From an optimization exercise on the open Yosys and OpenROAD flow, aimed at small area and a short achievable clock period; shortcuts taken in it are not production practice. The RTL was checked by simulation tests, not by an equivalence proof against the original design. No activity file was given, so power comes from the tool's default toggle rates.

--- flow/run.sh ---
#!/bin/bash
# synth_recipe.tcl (not shown) runs the flow's synth.tcl, then flattens the netlist and writes it again
# the make line also repeats each setting of config.mk as NAME=value (left out here)
make -C /OpenROAD-flow-scripts/flow DESIGN_CONFIG=/design/flow/config.mk WORK_HOME=/design/flow/orfs CLKGATE_MAP_FILE= SYNTH_SCRIPT=/design/flow/synth_recipe.tcl finish
--- flow/config.mk ---
export PLATFORM = sky130hd
export DESIGN_NAME = datapath_unit
export DESIGN_NICKNAME = datapath_unit
export VERILOG_FILES = /design/flow/design.v
export SDC_FILE = /design/flow/constraint.sdc
export NUM_CORES = 4
export LEC_CHECK = 0
export CAP_MARGIN = 20
export CORE_MARGIN = 2
export CORE_UTILIZATION = 40
export SLEW_MARGIN = 20
--- flow/constraint.sdc ---
create_clock -name core_clock -period 6.5 [get_ports {Clk}]
set_input_delay 1.3000 -clock core_clock [delete_from_list [all_inputs] [get_ports {Clk}]]
set_output_delay 1.3000 -clock core_clock [all_outputs]
set_load 0.01 [all_outputs]
--- flow/design.v ---
package datapath_pkg;
  localparam int DATA_W = 16;
  localparam int RF_AW  = 4;
  localparam int RAM_AW = 8;
  localparam logic [2:0] ALU_PASS = 3'd0;
  localparam logic [2:0] ALU_ADD  = 3'd1;
  localparam logic [2:0] ALU_SUB  = 3'd2;
  localparam logic [2:0] ALU_AND  = 3'd3;
  localparam logic [2:0] ALU_OR   = 3'd4;
  localparam logic [2:0] ALU_XOR  = 3'd5;
  localparam logic [2:0] ALU_NOT  = 3'd6;
  localparam logic [2:0] ALU_INC  = 3'd7;
endpackage
module register_file_16x16 #(
  parameter int DATA_W = 16,
  parameter int DEPTH  = 16,
  parameter int AW     = $clog2(DEPTH)
) (
  input  logic              clk,
  input  logic              rst,
  input  logic [AW-1:0]     ra_addr,
  input  logic [AW-1:0]     rb_addr,
  input  logic              wen_a,
  input  logic [DATA_W-1:0] wdata_a,
  input  logic              wen_b,
  input  logic [DATA_W-1:0] wdata_b,
  output logic [DATA_W-1:0] ra_data,
  output logic [DATA_W-1:0] rb_data
);
  logic [DATA_W-1:0] rf_q [DEPTH];
  logic [DATA_W-1:0] rf_d [DEPTH];
  logic [DATA_W-1:0] ra_q, ra_d;
  logic [DATA_W-1:0] rb_q, rb_d;
  always_comb begin
    for (int i = 0; i < DEPTH; i++) rf_d[i] = rf_q[i];
    if (wen_b) rf_d[rb_addr] = wdata_b;
    if (wen_a) rf_d[ra_addr] = wdata_a;
    ra_d = rf_q[ra_addr];
    rb_d = rf_q[rb_addr];
  end
  always_ff @(posedge clk or posedge rst) begin
    if (rst) begin
      for (int i = 0; i < DEPTH; i++) rf_q[i] <= '0;
      ra_q <= '0;
      rb_q <= '0;
    end else begin
      for (int i = 0; i < DEPTH; i++) rf_q[i] <= rf_d[i];
      ra_q <= ra_d;
      rb_q <= rb_d;
    end
  end
  assign ra_data = ra_q;
  assign rb_data = rb_q;
endmodule
module datapath_unit #(
  parameter int DATA_W    = datapath_pkg::DATA_W,
  parameter int RF_DEPTH  = 1 << datapath_pkg::RF_AW,
  parameter int RAM_DEPTH = 1 << datapath_pkg::RAM_AW
) (
  input  logic                         Clk,
  input  logic                         Reset,
  input  logic [2:0]                   ALU_s,
  input  logic [$clog2(RAM_DEPTH)-1:0] D_addr,
  input  logic                         D_wr,
  input  logic [$clog2(RF_DEPTH)-1:0]  RF_Ra_addr,
  input  logic [$clog2(RF_DEPTH)-1:0]  RF_Rb_addr,
  input  logic                         RF_WenA,
  input  logic                         RF_WenB,
  output logic [DATA_W-1:0]            Ra_data,
  output logic [DATA_W-1:0]            Rb_data,
  output logic [DATA_W-1:0]            ALU_Out,
  output logic                         ALU_Z,
  output logic [DATA_W-1:0]            D_rdata
);
  logic [DATA_W-1:0] alu_out;
  logic [DATA_W-1:0] ram_mem [RAM_DEPTH];
  logic [DATA_W-1:0] d_rdata_q, d_rdata_d;
  register_file_16x16 #(
    .DATA_W (DATA_W),
    .DEPTH  (RF_DEPTH)
  ) u_rf (
    .clk     (Clk),
    .rst     (Reset),
    .ra_addr (RF_Ra_addr),
    .rb_addr (RF_Rb_addr),
    .wen_a   (RF_WenA),
    .wdata_a (d_rdata_q),
    .wen_b   (RF_WenB),
    .wdata_b (alu_out),
    .ra_data (Ra_data),
    .rb_data (Rb_data)
  );
  always_comb begin
    alu_out = Ra_data;
    case (ALU_s)
      datapath_pkg::ALU_PASS: alu_out = Ra_data;
      datapath_pkg::ALU_ADD:  alu_out = Ra_data + Rb_data;
      datapath_pkg::ALU_SUB:  alu_out = Ra_data - Rb_data;
      datapath_pkg::ALU_AND:  alu_out = Ra_data & Rb_data;
      datapath_pkg::ALU_OR:   alu_out = Ra_data | Rb_data;
      datapath_pkg::ALU_XOR:  alu_out = Ra_data ^ Rb_data;
      datapath_pkg::ALU_NOT:  alu_out = ~Ra_data;
      datapath_pkg::ALU_INC:  alu_out = Ra_data + {{(DATA_W-1){1'b0}}, 1'b1};
      default:  alu_out = Ra_data;
    endcase
  end
  assign ALU_Out = alu_out;
  assign ALU_Z   = (alu_out == '0);
  always_ff @(posedge Clk) begin
    if (D_wr && !Reset) ram_mem[D_addr] <= Ra_data;
  end
  always_comb begin
    d_rdata_d = ram_mem[D_addr];
  end
  always_ff @(posedge Clk or posedge Reset) begin
    if (Reset) d_rdata_q <= '0;
    else       d_rdata_q <= d_rdata_d;
  end
  assign D_rdata = d_rdata_q;
endmodule
==> metrics.csv <==
stage;metric;value;unit
sta;setup_tns;0;ns
layout;Fill cells;36040;
sta;Tmin final;6.339;ns
sta;Worst Tran Pin Value;1.270;ns
pwr;total power;68.80;mW
pwr;Logic pwr share;0.127;
synthesis;syn_nets;8658;
die;die area;443200;µm²
min_path;Min-Delay Endpoint;u_rf.rf_q[9][15]$_DFF_PP0_;
sta;Setup Skew;0.06688;ns
detailed_routing;first-iteration detailed-routing DRC count;12870;
detailed_routing;vias;92730;
grt;largest net degree at the start of global routing;249;
synthesis;Synth area leader;edfxtp_1;
grt;initial antenna violation count;23;
setup_path;Crit Path Max Fanout;5;
setup_path;R2R setup slack;2.28;ns
synthesis;synth top area cells;edfxtp_1 70%, mux4_2 16%, dfrtp_1 4.3%;
placement;Post-DP HPWL;312.2;mm
layout;Core Util, Final;0.4608;
setup_path;max incr delay on CP;0.48;ns
clock_network;H-Tree Depth;5;
pwr;NetSw;18.26;mW
grt;gr ovfl total;0;
min_path;WHS Path Cells;2;
pwr;cell leakage power;64.43;nW
sta;maximum operating frequency;0.1577;GHz
die;die width;665.8;µm
setup_path;CP arrival;5.04;ns
detailed_routing;DRC Markers;0;
placement;Placer Congestion;0.9164;
grt;vias in the first global route;92380;
synthesis;ys async rst share;0.06909;
synthesis;Post-Synthesis Cells;8583;
pwr;Pwr per Cell Area;341.7;nW/µm²
synthesis;flops & latches, synth;4400;
detailed_routing;Avg WL per Cell;34.11;µm
synthesis;Post-Syn Area;175200;µm²
synthesis;number of flops mapped to enable cells by yosys;4096;
synthesis;top-area cell type share of the netlist area;0.7022;
min_path;Worst Hold Launch;u_rf.rf_q[9][15]$_DFF_PP0_;
sta;unrepaired setup endpoints after global routing;true;
die;core box area;436900;µm²
synthesis;Yosys warnings;4;
pwr;Pint;50.55;mW
status;run status;finished clean;
placement;I/O Buffers;88;
clock_network;total CTS buffers;434;
min_path;Hold Path Class;reg -> reg;
setup_path;CP top delay family;simple AND/OR/NAND/NOR gates;
layout;synthesis-to-finish area growth;14.94;%
setup_path;Slowest-stage cell, CP;or4b_4;
sta;setup violators final;0;
setup_path;CP startpoint;u_rf.rb_q[1]$_DFF_PP0_;
synthesis;post-synthesis cell type count;75;
detailed_routing;final wirelength;522.5;mm
layout;most frequent cells in the layout;4096 x edfxtp_1, 1261 x mux4_2, 577 x buf_4, 441 x clkbuf_16, 363 x nand2_1;
flow_run;max-cap viol count;0;
setup_path;critical path launch point type;register;
synthesis;register area share after synthesis;0.7456;
sta;Final Max Slew Viols;0;
pwr;peak supply drop;0.0003135;V
clock_network;Root Buffer;clkbuf_16;
clock_network;worst-case clock buffer depth;4;
setup_path;R2R depth;18;
pwr;clock network power share;0.357;
setup_path;CP endpoint kind;output port;
detailed_routing;Pre-antenna DRT Iters;9;
setup_path;Buf+Inv Stages, Crit Path;1;
sta;relative max-transition margin;0.1508;
die;die height;665.8;µm
die;Starting Density;0.4009;
setup_path;critical path start-end classification;reg -> out;
layout;share of layout cells above drive strength 1;0.3010;
setup_path;R2R Path End;u_rf.rf_q[1][14]$_DFF_PP0_;
pwr;sw frac;0.2653;
sta;fin crit share;0.9753;
sta;Hold Violations, Final;0;
detailed_routing;final antenna-violating net count;0;
sta;hold slack;0.5478;ns
clock_network;CTS tree;done;
grt;GRT Resource Usage Total;0.2317;
die;# rows;243;
setup_path;CP Cell Sequence;or2_4 -> o41ai_4 -> xnor2_1 -> nor2_2 -> ha_1 -> a21o_1 -> or3_1 -> o21a_2 -> xnor2_2 -> a21oi_2 -> or4b_4 -> or4_1 -> and4bb_1 -> buf_2;
clock_network;clock sinks;4400;
die;I/O pin count;89;
layout;commonest non-fill, non-tap cell in the layout;edfxtp_1;
grt;first-pass GRT wire length;725.9;mm
pwr;Seq pwr share;0.516;
clock_network;Clock Latency Late Sink;1.01;ns
layout;Layout Nets;9259;
synthesis;Avg Cell Area, Syn;20.41;µm²
detailed_routing;DR vias/cell;6.053;
clock_network;CTS clk-pin slew, worst paths;0.07;ns
setup_path;R2R Path Start;u_rf.rb_q[4]$_DFF_PP0_;
setup_path;Worst EP required;5.20;ns
synthesis;leading register cell type out of synthesis;edfxtp_1;
## kinds of logic (layout without fill, tap and decap cells)
group	Yosys count	in the layout	synth area share
DFF	4400	4400	0.7456
muxes	1426	1426	0.1716
and+or+nand+nor	1138	1138	0.02785
AOI/OAI and AO/OA	932	932	0.03500
buffers and inverters	617	1585	0.01531
adders and majority gates	51	51	0.003686
xor gates and xnor gates	19	19	0.0009500
other	0	11	0
## how the worst max path moves through the flow
stage                     slack [ns]                        end  cells after the start
after floorplan                -0.85  ram_mem[248][0]$_DFFE_PP_                      6
after global placement         -0.84                      ALU_Z                     17
after detailed placement       -0.73                      ALU_Z                     17
after CTS                      -0.08                      ALU_Z                     17
after global routing           -0.02                ALU_Out[15]                     20
final                           0.16                      ALU_Z                     14
## cells in the mapped netlist, types with 51 or more instances
master,n
a21oi_1,176
a221oi_1,57
a22o_1,56
a22oi_1,223
buf_1,59
buf_2,133
clkbuf_1,332
dfrtp_1,304
edfxtp_1,4096
inv_1,54
mux2i_1,160
mux4_2,1261
nand2_1,384
nand3_1,96
nor2_1,457
nor3_1,56
o21ai_0,230
o21ai_1,51
## power by group through the flow
stage / Combinational, mW / Clock [mW] / Sequential [mW]
finish: 8.74 / 24.5 / 35.5
global route: 9.28 / 26.0 / 35.6
CTS: 8.53 / 24.9 / 35.5
detailed placement: 8.46 / 0 / 36.1
global placement: 8.18 / 0 / 36.1
floorplan: 3.15 / 0 / 37.1
## routing by layer
metal	vias to the layer above	GRT usage	part of all wire
li1	36930	-	-
met1	49720	0.3198	0.40
met2	4997	0.3592	0.46
met3	1076	0.05713	0.099
met4	4	0.08304	0.040
met5	-	0	0.000050
## stage by stage
stage	cell area [µm²]	setup slack (ns)	instances
after global placement	187000	-0.8432	14490
after floorplan	175700	-0.8496	8583
after detailed placement	187000	-0.7344	14490
final	201300	0.1608	15320
after CTS	200900	-0.07743	15300
after global routing	201300	-0.02093	15310
## worst min-delay path: cells and delay by family (launching register included)
kind | cells | cell delay (ns)
compound gates | 2 | 0.14
flops | 1 | 0.37
## state kept, by name, summed over array words and instances, names as in the netlist
name and cells:
d_rdata_q 16, u_rf.rf_q 256, u_rf.ra_q 16, u_rf.rb_q 16, ram_mem 4096
## repair_timing
action | 4_1_cts | 5_1_grt
endpoints found under the setup margin | 8 | 6
setup buffers | 4 | 1
hold buffers | 0 | 0
pin swaps | 12 | 12
hold endpoints to repair | 0 | 0
resized for setup | 30 | 23
## layout make-up
cell class,count,area [µm²],share of cell area
diodes,11,27.53,0.0001367
repair buffers,726,6431,0.03194
clock buffers,544,11470,0.05698
well taps,5757,7203,0.03578
clock inverters,259,2281,0.01133
flip-flops and latches,4400,130700,0.6490
inverters,56,214.0,0.001063
multi-input cells,3566,43040,0.2138

## separate check: timing with driven ports
No port has a modelled driver above. Below, the same layout with a new extraction and two added sets of constraints. Step 1: set_driving_cell puts a clkbuf_16 on Clk and a buf_2 on each other input, an assumption about the parent block. Step 2 times the ports against the registers' clock, not the clock port: input delays grow and output delays shrink by t, the midpoint of the rising clock arrivals with the driver on. Three values: no drivers, after step 1, after step 2; two values: the first two.
t (ns): 1.096
setup WS [ns]: 0.161 / 0.044 / 0.160
worst setup path after step 2: input to output
worst register clock-pin slew, ns: 0.07 / 0.07
pins driven straight from the clock port: 1
After both steps setup and hold are still met in this run. The setup slack of this run moves by -0.117 ns with the drivers and by -0.001 ns with both steps.
